This is an optimization exercise on Yosys and OpenROAD, whose aim is small area, not a production implementation. Where RTL was checked, it was by simulation tests only, not by an equivalence proof against the original. No activity file was given, so power comes from the tool's default toggle rates.

==> run a <==
==> flow/design.v <==
package jpeg_pkg;
  typedef enum logic [1:0] {
    COMP_Y  = 2'd0,
    COMP_CB = 2'd1,
    COMP_CR = 2'd2
  } comp_e;
  localparam logic [440:0] SLOT_CODE = {
    7'd117, 7'd116, 7'd115, 7'd83, 7'd82, 7'd81, 7'd80, 7'd79, 7'd78,
    7'd77, 7'd76, 7'd75, 7'd74, 7'd73, 7'd72, 7'd71, 7'd70, 7'd69,
    7'd68, 7'd67, 7'd66, 7'd65, 7'd64, 7'd51, 7'd50, 7'd49, 7'd48,
    7'd47, 7'd46, 7'd45, 7'd44, 7'd43, 7'd42, 7'd41, 7'd40, 7'd39,
    7'd38, 7'd37, 7'd36, 7'd35, 7'd34, 7'd33, 7'd32, 7'd19, 7'd18,
    7'd17, 7'd16, 7'd15, 7'd14, 7'd13, 7'd12, 7'd11, 7'd10, 7'd9,
    7'd8, 7'd7, 7'd6, 7'd5, 7'd4, 7'd3, 7'd2, 7'd1, 7'd0
  };
endpackage
module zigzag_rom
(
  input  logic [5:0] idx,
  output logic [1:0] x,
  output logic [4:0] y
);
  always_comb begin
    case (idx)
      6'd0: begin x = 2'd2; y = 5'd12; end
      6'd1: begin x = 2'd2; y = 5'd12; end
      6'd2: begin x = 2'd3; y = 5'd19; end
      6'd3: begin x = 2'd3; y = 5'd20; end
      6'd4: begin x = 2'd1; y = 5'd9; end
      6'd5: begin x = 2'd0; y = 5'd6; end
      6'd6: begin x = 2'd2; y = 5'd4; end
      6'd7: begin x = 2'd2; y = 5'd18; end
      6'd8: begin x = 2'd2; y = 5'd9; end
      6'd9: begin x = 2'd0; y = 5'd1; end
      6'd10: begin x = 2'd2; y = 5'd17; end
      6'd11: begin x = 2'd0; y = 5'd17; end
      6'd12: begin x = 2'd1; y = 5'd6; end
      6'd13: begin x = 2'd0; y = 5'd3; end
      6'd14: begin x = 2'd0; y = 5'd19; end
      6'd15: begin x = 2'd2; y = 5'd11; end
      6'd16: begin x = 2'd0; y = 5'd14; end
      6'd17: begin x = 2'd1; y = 5'd14; end
      6'd18: begin x = 2'd0; y = 5'd7; end
      6'd19: begin x = 2'd2; y = 5'd14; end
      6'd20: begin x = 2'd1; y = 5'd15; end
      6'd21: begin x = 2'd1; y = 5'd10; end
      6'd22: begin x = 2'd2; y = 5'd19; end
      6'd23: begin x = 2'd0; y = 5'd2; end
      6'd24: begin x = 2'd2; y = 5'd5; end
      6'd25: begin x = 2'd0; y = 5'd12; end
      6'd26: begin x = 2'd1; y = 5'd11; end
      6'd27: begin x = 2'd2; y = 5'd3; end
      6'd28: begin x = 2'd0; y = 5'd13; end
      6'd29: begin x = 2'd2; y = 5'd8; end
      6'd30: begin x = 2'd1; y = 5'd13; end
      6'd31: begin x = 2'd1; y = 5'd17; end
      6'd32: begin x = 2'd1; y = 5'd0; end
      6'd33: begin x = 2'd1; y = 5'd19; end
      6'd34: begin x = 2'd1; y = 5'd3; end
      6'd35: begin x = 2'd1; y = 5'd1; end
      6'd36: begin x = 2'd2; y = 5'd6; end
      6'd37: begin x = 2'd2; y = 5'd13; end
      6'd38: begin x = 2'd0; y = 5'd5; end
      6'd39: begin x = 2'd1; y = 5'd5; end
      6'd40: begin x = 2'd2; y = 5'd10; end
      6'd41: begin x = 2'd0; y = 5'd0; end
      6'd42: begin x = 2'd2; y = 5'd0; end
      6'd43: begin x = 2'd2; y = 5'd2; end
      6'd44: begin x = 2'd0; y = 5'd18; end
      6'd45: begin x = 2'd3; y = 5'd21; end
      6'd46: begin x = 2'd2; y = 5'd16; end
      6'd47: begin x = 2'd0; y = 5'd9; end
      6'd48: begin x = 2'd1; y = 5'd16; end
      6'd49: begin x = 2'd0; y = 5'd11; end
      6'd50: begin x = 2'd0; y = 5'd16; end
      6'd51: begin x = 2'd1; y = 5'd8; end
      6'd52: begin x = 2'd1; y = 5'd7; end
      6'd53: begin x = 2'd2; y = 5'd15; end
      6'd54: begin x = 2'd2; y = 5'd7; end
      6'd55: begin x = 2'd1; y = 5'd18; end
      6'd56: begin x = 2'd2; y = 5'd1; end
      6'd57: begin x = 2'd1; y = 5'd2; end
      6'd58: begin x = 2'd0; y = 5'd8; end
      6'd59: begin x = 2'd0; y = 5'd10; end
      6'd60: begin x = 2'd0; y = 5'd4; end
      6'd61: begin x = 2'd0; y = 5'd15; end
      6'd62: begin x = 2'd1; y = 5'd12; end
      6'd63: begin x = 2'd1; y = 5'd4; end
      default: begin x = 2'd0; y = 5'd0; end
    endcase
  end
endmodule
module zigzag_rot
(
  input  logic [1:0] x,
  input  logic [4:0] y,
  input  logic [1:0] b3,
  input  logic [4:0] b19,
  output logic [6:0] slot
);
  logic [2:0] sx;
  logic [5:0] sy;
  logic [1:0] rx;
  logic [4:0] ry;
  always_comb begin
    sx = {1'b0, x} + {1'b0, b3};
    case (sx) 3'd3: rx = 2'd0; 3'd4: rx = 2'd1; default: rx = sx[1:0]; endcase
    sy = {1'b0, y} + {1'b0, b19};
    ry = (sy >= 6'd19) ? 5'(sy - 6'd19) : sy[4:0];
    slot = {(x == 2'd3) ? x : rx, (y >= 5'd19) ? y : ry};
  end
endmodule
module zigzag_lut
(
  input  logic [5:0] idx,
  input  logic [1:0] b3,
  input  logic [4:0] b19,
  output logic [6:0] slot
);
  logic [1:0] x;
  logic [4:0] y;
  zigzag_rom  u_rom (.idx(idx), .x(x), .y(y));
  zigzag_rot  u_rot (.x(x), .y(y), .b3(b3), .b19(b19), .slot(slot));
endmodule
module zigzag_rlut
(
  input  logic [5:0] idx,
  input  logic [1:0] b3,
  input  logic [4:0] b19,
  output logic [6:0] slot
);
  logic [1:0] x;
  logic [4:0] y;
  zigzag_rom  u_rom (.idx(idx), .x(x), .y(y));
  zigzag_rot  u_rot (.x(x), .y(y), .b3(b3), .b19(b19), .slot(slot));
endmodule
module zigzag_dcpred
#(
  parameter int W = 12
) (
  input  logic         clk,
  input  logic         rst,
  input  logic         q_en,
  input  logic [W-1:0] q,
  input  logic [1:0]   blk_comp,
  input  logic         frame_start,
  output logic         o_en,
  output logic [W:0]   o_data,
  output logic         o_sop,
  output logic         o_eop,
  output logic [1:0]   o_comp
);
  logic [62:0][W-1:0] mem_q;
  logic [62:0]        we, rsel;
  logic [20:0]        rd_n [W];    
  logic [W-1:0]       rd_d;
  logic [5:0]   cnt_q, cnt_d;   
  logic [W-1:0] q_r;        
  logic         qv_r;
  logic [4:0]   b19_q, b19_d;   
  logic [1:0]   b3_q, b3_d;
  logic [1:0]   wcomp_q, rcomp_q;
  logic         slast;      
  logic         wlast;      
  logic [6:0]   waddr_d, waddr_q;   
  logic         rbusy_q;    
  logic [5:0]   kr_q, kr_d;  
  logic [6:0]   raddr_d, raddr_q;   
  logic [W-1:0] rd_q;
  logic         v_q;        
  logic         sop_l;      
  logic signed [W-1:0] pred0_q, pred1_q, pred2_q;
  logic signed [W-1:0] pred_sel;
  logic [W:0]   sub_ext;
  logic         o_en_q, o_sop_q, o_eop_q;
  logic [W:0]   o_data_q;
  logic [1:0]   o_comp_q;
  assign slast = q_en && (cnt_q == 6'd63);
  assign wlast = qv_r && (cnt_q == 6'd0);
  zigzag_lut  u_wlut (.idx(cnt_d), .b3(b3_d), .b19(b19_d), .slot(waddr_d));
  zigzag_rlut u_rlut (.idx(kr_d),  .b3(b3_d), .b19(b19_d), .slot(raddr_d));
  always_comb begin
    for (int i = 0; i < 63; i++) begin
      we[i]   = qv_r && (waddr_q == jpeg_pkg::SLOT_CODE[7*i +: 7]);
      rsel[i] = (raddr_q == jpeg_pkg::SLOT_CODE[7*i +: 7]);
    end
  end
  always_ff @(posedge clk) begin
    q_r <= q;
    for (int i = 0; i < 63; i++) begin
      if (we[i]) mem_q[i] <= q_r;
    end
  end
  for (genvar b = 0; b < W; b++) begin : g_rbit
    for (genvar g = 0; g < 21; g++) begin : g_grp
      zigzag_aoi3 u_aoi (
        .a (mem_q[3*g][b]),   .sa (rsel[3*g]),
        .b (mem_q[3*g+1][b]), .sb (rsel[3*g+1]),
        .c (mem_q[3*g+2][b]), .sc (rsel[3*g+2]),
        .y (rd_n[b][g])
      );
    end
    assign rd_d[b] = ~&rd_n[b];
  end
  always_comb begin
    b19_d = b19_q;
    b3_d  = b3_q;
    if (rst) begin
      b19_d = '0;
      b3_d  = '0;
    end else if (wlast) begin
      b19_d = (b19_q >= 5'd11) ? b19_q - 5'd11 : b19_q + 5'd8;
      b3_d  = (b3_q == 2'd2) ? 2'd0 : b3_q + 2'd1;
    end
    kr_d  = slast ? 6'd0 : kr_q + 6'd1;
    cnt_d = rst ? 6'd0 : q_en ? cnt_q + 6'd1 : cnt_q;
  end
  always_ff @(posedge clk) begin
    b19_q   <= b19_d;
    b3_q    <= b3_d;
    cnt_q   <= cnt_d;
    waddr_q <= waddr_d;
    qv_r    <= q_en && !rst;
  end
  always_ff @(posedge clk) begin
    if (q_en && cnt_q == 6'd0) wcomp_q <= blk_comp;
    if (slast) rcomp_q <= wcomp_q;
  end
  always_ff @(posedge clk) begin
    if (rst) begin
      rbusy_q <= 1'b0;
    end else if (slast) begin
      rbusy_q <= 1'b1;
    end else if (kr_q == 6'd63) begin
      rbusy_q <= 1'b0;
    end
  end
  always_ff @(posedge clk) begin
    kr_q    <= kr_d;
    raddr_q <= raddr_d;
    rd_q    <= rd_d;
  end
  assign sop_l = v_q && (kr_q == 6'd1);
  always_comb begin
    case (rcomp_q)
      2'd0:    pred_sel = pred0_q;
      2'd1:    pred_sel = pred1_q;
      default: pred_sel = pred2_q;
    endcase
    sub_ext = (sop_l && !frame_start) ? {pred_sel[W-1], pred_sel} : '0;
  end
  always_ff @(posedge clk) begin
    if (rst) begin
      v_q     <= 1'b0;
      o_en_q  <= 1'b0;
      o_sop_q <= 1'b0;
      o_eop_q <= 1'b0;
      pred0_q <= '0;
      pred1_q <= '0;
      pred2_q <= '0;
    end else begin
      v_q     <= rbusy_q;
      o_en_q  <= v_q;
      o_sop_q <= sop_l;
      o_eop_q <= v_q && (kr_q == 6'd0);
      if (frame_start) begin
        pred0_q <= '0;
        pred1_q <= '0;
        pred2_q <= '0;
      end
      if (sop_l) begin
        case (rcomp_q)
          2'd0:    pred0_q <= rd_q;
          2'd1:    pred1_q <= rd_q;
          default: pred2_q <= rd_q;
        endcase
      end
    end
  end
  always_ff @(posedge clk) begin
    o_data_q <= {rd_q[W-1], rd_q} - sub_ext;
    if (sop_l) o_comp_q <= rcomp_q;
  end
  assign o_en   = o_en_q;
  assign o_sop  = o_sop_q;
  assign o_eop  = o_eop_q;
  assign o_comp = o_comp_q;
  assign o_data = o_data_q;
endmodule
module zigzag_aoi3
(
  input  logic a,
  input  logic sa,
  input  logic b,
  input  logic sb,
  input  logic c,
  input  logic sc,
  output logic y
);
  assign y = ~((a & sa) | (b & sb) | (c & sc));
endmodule
==> flow/flow/run.sh <==
#!/bin/bash
# The standard ORFS layout (standard.sh) with three changes that only affect how the
# layout is built: clock tree synthesis adds no dummy loads and drives clusters of up to
# 16 flip-flops with clkbuf_8 leaf buffers, and port buffers use buf_1.
set -euo pipefail
export CTS_ARGS="-sink_clustering_enable -repair_clock_nets -dont_use_dummy_load -buf_list sky130_fd_sc_hd__clkbuf_8 -sink_clustering_size 16 -sink_clustering_max_diameter 60"
export BUFFER_PORTS_ARGS="-buffer_cell sky130_fd_sc_hd__buf_1"
bash standard.sh > flow_standard.log 2>&1
==> flow/standard.sh <==
#!/bin/bash
# synth_recipe.tcl (not shown) runs the flow's synth.tcl, then flattens the netlist and writes it again
# the make line also repeats each setting of config.mk as NAME=value (left out here)
make -C /OpenROAD-flow-scripts/flow DESIGN_CONFIG=/design/flow/config.mk WORK_HOME=/design/flow/orfs CLKGATE_MAP_FILE= SYNTH_SCRIPT=/design/flow/synth_recipe.tcl "${@:-finish}"
==> flow/config.mk <==
export PLATFORM = sky130hd
export DESIGN_NAME = zigzag_dcpred
export DESIGN_NICKNAME = zigzag_dcpred
export VERILOG_FILES = /design/flow/design.v
export SDC_FILE = /design/flow/constraint.sdc
export NUM_CORES = 4
export LEC_CHECK = 0
export CAP_MARGIN = 0
export CELL_PAD_IN_SITES_DETAIL_PLACEMENT = 1
export CORE_MARGIN = 2
export CORE_UTILIZATION = 40
export PLACE_DENSITY = 0.6
export SLEW_MARGIN = 0
export SYNTH_HIERARCHICAL = 1
==> flow/constraint.sdc <==
create_clock -name core_clock -period 7.0 [get_ports {clk}]
set_input_delay 1.4000 -clock core_clock [delete_from_list [all_inputs] [get_ports {clk}]]
set_output_delay 1.4000 -clock core_clock [all_outputs]
set_load 0.01 [all_outputs]
==> inputs of run b, as changes to run a <==
--- a/flow/design.v
+++ b/flow/design.v
@@ -14,12 +14,19 @@
     7'd8, 7'd7, 7'd6, 7'd5, 7'd4, 7'd3, 7'd2, 7'd1, 7'd0
   };
 endpackage
-module zigzag_rom
+module zigzag_lut
 (
   input  logic [5:0] idx,
-  output logic [1:0] x,
-  output logic [4:0] y
+  input  logic [1:0] b3,
+  input  logic [4:0] b19,
+  output logic [6:0] slot
 );
+  logic [1:0] x;
+  logic [4:0] y;
+  logic [2:0] sx;
+  logic [5:0] sy;
+  logic [1:0] rx;
+  logic [4:0] ry;
   always_comb begin
     case (idx)
       6'd0: begin x = 2'd2; y = 5'd12; end
@@ -88,51 +95,12 @@
       6'd63: begin x = 2'd1; y = 5'd4; end
       default: begin x = 2'd0; y = 5'd0; end
     endcase
-  end
-endmodule
-module zigzag_rot
-(
-  input  logic [1:0] x,
-  input  logic [4:0] y,
-  input  logic [1:0] b3,
-  input  logic [4:0] b19,
-  output logic [6:0] slot
-);
-  logic [2:0] sx;
-  logic [5:0] sy;
-  logic [1:0] rx;
-  logic [4:0] ry;
-  always_comb begin
     sx = {1'b0, x} + {1'b0, b3};
     case (sx) 3'd3: rx = 2'd0; 3'd4: rx = 2'd1; default: rx = sx[1:0]; endcase
     sy = {1'b0, y} + {1'b0, b19};
     ry = (sy >= 6'd19) ? 5'(sy - 6'd19) : sy[4:0];
     slot = {(x == 2'd3) ? x : rx, (y >= 5'd19) ? y : ry};
   end
-endmodule
-module zigzag_lut
-(
-  input  logic [5:0] idx,
-  input  logic [1:0] b3,
-  input  logic [4:0] b19,
-  output logic [6:0] slot
-);
-  logic [1:0] x;
-  logic [4:0] y;
-  zigzag_rom  u_rom (.idx(idx), .x(x), .y(y));
-  zigzag_rot  u_rot (.x(x), .y(y), .b3(b3), .b19(b19), .slot(slot));
-endmodule
-module zigzag_rlut
-(
-  input  logic [5:0] idx,
-  input  logic [1:0] b3,
-  input  logic [4:0] b19,
-  output logic [6:0] slot
-);
-  logic [1:0] x;
-  logic [4:0] y;
-  zigzag_rom  u_rom (.idx(idx), .x(x), .y(y));
-  zigzag_rot  u_rot (.x(x), .y(y), .b3(b3), .b19(b19), .slot(slot));
 endmodule
 module zigzag_dcpred
 #(
@@ -162,7 +130,7 @@
   logic [1:0]   wcomp_q, rcomp_q;
   logic         slast;      
   logic         wlast;      
-  logic [6:0]   waddr_d, waddr_q;   
+  logic [6:0]   waddr;
   logic         rbusy_q;    
   logic [5:0]   kr_q, kr_d;  
   logic [6:0]   raddr_d, raddr_q;   
@@ -177,11 +145,11 @@
   logic [1:0]   o_comp_q;
   assign slast = q_en && (cnt_q == 6'd63);
   assign wlast = qv_r && (cnt_q == 6'd0);
-  zigzag_lut  u_wlut (.idx(cnt_d), .b3(b3_d), .b19(b19_d), .slot(waddr_d));
-  zigzag_rlut u_rlut (.idx(kr_d),  .b3(b3_d), .b19(b19_d), .slot(raddr_d));
+  zigzag_lut  u_wlut (.idx(cnt_q), .b3(b3_q), .b19(b19_q), .slot(waddr));
+  zigzag_lut  u_rlut (.idx(kr_d),  .b3(b3_d), .b19(b19_d), .slot(raddr_d));
   always_comb begin
     for (int i = 0; i < 63; i++) begin
-      we[i]   = qv_r && (waddr_q == jpeg_pkg::SLOT_CODE[7*i +: 7]);
+      we[i]   = qv_r && (waddr == jpeg_pkg::SLOT_CODE[7*i +: 7]);
       rsel[i] = (raddr_q == jpeg_pkg::SLOT_CODE[7*i +: 7]);
     end
   end
@@ -219,7 +187,6 @@
     b19_q   <= b19_d;
     b3_q    <= b3_d;
     cnt_q   <= cnt_d;
-    waddr_q <= waddr_d;
     qv_r    <= q_en && !rst;
   end
   always_ff @(posedge clk) begin
==> flow/flow/run.sh (replaced) <==
#!/bin/bash
# The standard ORFS layout (standard.sh) with three changes that only affect how the
# layout is built: clock tree synthesis adds no dummy loads and drives clusters of up to
# 18 flip-flops with clkbuf_8 leaf buffers, and port buffers use buf_1.
set -euo pipefail
export CTS_ARGS="-sink_clustering_enable -repair_clock_nets -dont_use_dummy_load -buf_list sky130_fd_sc_hd__clkbuf_8 -sink_clustering_size 18 -sink_clustering_max_diameter 60"
export BUFFER_PORTS_ARGS="-buffer_cell sky130_fd_sc_hd__buf_1"
bash standard.sh > flow_standard.log 2>&1
CAP_MARGIN = 10   (was 0)
CORE_UTILIZATION = 55   (was 40)
PLACE_DENSITY = 0.7   (was 0.6)
SLEW_MARGIN = 10   (was 0)
==> inputs of run c, as changes to run a <==
==> flow/design.v, changed modules only <==
module zigzag_dcpred
#(
  parameter int W = 12
) (
  input  logic         clk,
  input  logic         rst,
  input  logic         q_en,
  input  logic [W-1:0] q,
  input  logic [1:0]   blk_comp,
  input  logic         frame_start,
  output logic         o_en,
  output logic [W:0]   o_data,
  output logic         o_sop,
  output logic         o_eop,
  output logic [1:0]   o_comp
);
  logic [62:0][W-1:0] mem_q;
  logic [62:0]        we, rsel;
  logic [20:0]        rd_n [W];    
  logic [W-1:0]       rd_d;
  logic [5:0]   cnt_q;      
  logic [W-1:0] q_r;        
  logic         qv_r;
  logic [4:0]   b19_q, b19_d;   
  logic [1:0]   b3_q, b3_d;
  logic [1:0]   wcomp_q, rcomp_q;
  logic         slast;      
  logic         wlast;      
  logic [6:0]   waddr;
  logic         rbusy_q;    
  logic [5:0]   kr_q, kr_d;  
  logic [6:0]   raddr_d, raddr_q;   
  logic [W-1:0] rd_q;
  logic         v_q;        
  logic         sop_l;      
  logic signed [W-1:0] pred0_q, pred1_q, pred2_q;
  logic signed [W-1:0] pred_sel;
  logic [W:0]   sub_ext;
  logic         o_en_q, o_sop_q, o_eop_q;
  logic [W:0]   o_data_q;
  logic [1:0]   o_comp_q;
  assign slast = q_en && (cnt_q == 6'd63);
  assign wlast = qv_r && (cnt_q == 6'd0);
  zigzag_lut  u_wlut (.idx(cnt_q), .b3(b3_q), .b19(b19_q), .slot(waddr));
  zigzag_rlut u_rlut (.idx(kr_d),  .b3(b3_d), .b19(b19_d), .slot(raddr_d));
  always_comb begin
    for (int i = 0; i < 63; i++) begin
      we[i]   = qv_r && (waddr == jpeg_pkg::SLOT_CODE[7*i +: 7]);
      rsel[i] = (raddr_q == jpeg_pkg::SLOT_CODE[7*i +: 7]);
    end
  end
  always_ff @(posedge clk) begin
    q_r <= q;
    for (int i = 0; i < 63; i++) begin
      if (we[i]) mem_q[i] <= q_r;
    end
  end
  for (genvar b = 0; b < W; b++) begin : g_rbit
    for (genvar g = 0; g < 21; g++) begin : g_grp
      zigzag_aoi3 u_aoi (
        .a (mem_q[3*g][b]),   .sa (rsel[3*g]),
        .b (mem_q[3*g+1][b]), .sb (rsel[3*g+1]),
        .c (mem_q[3*g+2][b]), .sc (rsel[3*g+2]),
        .y (rd_n[b][g])
      );
    end
    assign rd_d[b] = ~&rd_n[b];
  end
  always_comb begin
    b19_d = b19_q;
    b3_d  = b3_q;
    if (rst) begin
      b19_d = '0;
      b3_d  = '0;
    end else if (wlast) begin
      b19_d = (b19_q >= 5'd11) ? b19_q - 5'd11 : b19_q + 5'd8;
      b3_d  = (b3_q == 2'd2) ? 2'd0 : b3_q + 2'd1;
    end
    kr_d = slast ? 6'd0 : kr_q + 6'd1;
  end
  always_ff @(posedge clk) begin
    b19_q <= b19_d;
    b3_q  <= b3_d;
    if (rst) begin
      qv_r  <= 1'b0;
      cnt_q <= '0;
    end else begin
      qv_r <= q_en;
      if (q_en) cnt_q <= cnt_q + 6'd1;
    end
  end
  always_ff @(posedge clk) begin
    if (q_en && cnt_q == 6'd0) wcomp_q <= blk_comp;
    if (slast) rcomp_q <= wcomp_q;
  end
  always_ff @(posedge clk) begin
    if (rst) begin
      rbusy_q <= 1'b0;
    end else if (slast) begin
      rbusy_q <= 1'b1;
    end else if (kr_q == 6'd63) begin
      rbusy_q <= 1'b0;
    end
  end
  always_ff @(posedge clk) begin
    kr_q    <= kr_d;
    raddr_q <= raddr_d;
    rd_q    <= rd_d;
  end
  assign sop_l = v_q && (kr_q == 6'd1);
  always_comb begin
    case (rcomp_q)
      2'd0:    pred_sel = pred0_q;
      2'd1:    pred_sel = pred1_q;
      default: pred_sel = pred2_q;
    endcase
    sub_ext = (sop_l && !frame_start) ? {pred_sel[W-1], pred_sel} : '0;
  end
  always_ff @(posedge clk) begin
    if (rst) begin
      v_q     <= 1'b0;
      o_en_q  <= 1'b0;
      o_sop_q <= 1'b0;
      o_eop_q <= 1'b0;
      pred0_q <= '0;
      pred1_q <= '0;
      pred2_q <= '0;
    end else begin
      v_q     <= rbusy_q;
      o_en_q  <= v_q;
      o_sop_q <= sop_l;
      o_eop_q <= v_q && (kr_q == 6'd0);
      if (frame_start) begin
        pred0_q <= '0;
        pred1_q <= '0;
        pred2_q <= '0;
      end
      if (sop_l) begin
        case (rcomp_q)
          2'd0:    pred0_q <= rd_q;
          2'd1:    pred1_q <= rd_q;
          default: pred2_q <= rd_q;
        endcase
      end
    end
  end
  always_ff @(posedge clk) begin
    o_data_q <= {rd_q[W-1], rd_q} - sub_ext;
    if (sop_l) o_comp_q <= rcomp_q;
  end
  assign o_en   = o_en_q;
  assign o_sop  = o_sop_q;
  assign o_eop  = o_eop_q;
  assign o_comp = o_comp_q;
  assign o_data = o_data_q;
endmodule
CAP_MARGIN = 20   (was 0)
SLEW_MARGIN = 20   (was 0)
==> comparison table <==
quantity	run c	run b	run a
Status	timing/DRC/antenna clean	timing/DRC/antenna clean	timing/DRC/antenna clean
Number of tapcells	1134	782	1134
Multi-input logic portion of the cell area	22.8%	23.0%	22.9%
Largest fanout of any net on the critical path	15	14	13
Final core area utilization	44.0%	59.4%	43.7%
Pre-CTS setup slack	0.720 ns	0.383 ns	0.818 ns
Cell area power density	244 nW/um^2	240 nW/um^2	244 nW/um^2
Clock buffer and inverter area fraction after layout	2.77%	2.22%	2.63%
Length of routed met2 wiring	45400 microns	45200 microns	45100 microns
Skew final	0.0996 ns	0.0952 ns	0.102 ns
Global routing usage on met2	35.4%	48.4%	35.1%
Least setup slack across all paths after layout	0.615 ns	0.583 ns	1.46 ns
Cell-internal power	6.84 mW	6.60 mW	6.83 mW
Post-Synth XOR/XNOR Area	0.803%	0.757%	0.799%
Multiplexer share of the synthesized area	1.05%	1.28%	1.05%
Logic pwr share	7.8%	7.5%	7.4%
Critical path buffers and inverters	4	1	5
Met3 Usage GRT	3.17%	4.62%	3.28%
Crit path launch type	register	register	primary input
Area share of the leading cell type in the synthesized netlist	67.6%	68.2%	67.3%
GP Congestion	0.888	0.869	0.842
Endpoint required time on the critical path	7.39 ns	7.34 ns	7.59 ns
Vias post-DR	21.3k	21.4k	21.0k
Part of the total power dissipated in the clock network	28.1%	25.6%	27.2%
Sequential Power Share	64.1%	66.8%	65.4%
Number of library cell types mapped by synthesis	78	70	77
Drt via density	6.21	7.08	6.14
Function not checked in run a: the RTL went through the layout flow alone.

-- what the ideal ports hide --
No port has a modelled driver above. Below, the same layouts with a new extraction and two added sets of constraints.
Step 1 (the two cells are an assumption about what drives the block):
set clk [get_ports {clk}]
set_driving_cell -lib_cell sky130_fd_sc_hd__clkbuf_16 $clk
set_driving_cell -lib_cell sky130_fd_sc_hd__buf_2 [delete_from_list [all_inputs] $clk]
Step 2, shift: input delay + t, output delay - t, t = (earliest + latest rising clock arrival at the registers) / 2. This alone moves slack from input paths to output paths.
Three values: no drivers, after step 1, after step 2; two values: the first two.
| run | shift t [ns] | setup WS [ns] | hold WS [ns] | worst data-port slew with drivers (ns) |
|---|---|---|---|---|
| run a | 0.694 | 1.456 / 1.485 / 0.791 | 0.390 / 0.390 / 0.390 | 0.04 |
| run b | 0.737 | 0.583 / 0.583 / 0.371 | 0.439 / 0.439 / 0.439 | 0.03 |
| run c | 0.731 | 0.615 / 0.615 / 0.615 | 0.432 / 0.432 / 0.432 | 0.04 |
After both steps setup and hold are still met in every run listed. The setup slack of run a, which loses most, moves by +0.029 ns with the drivers and by -0.665 ns with both steps.
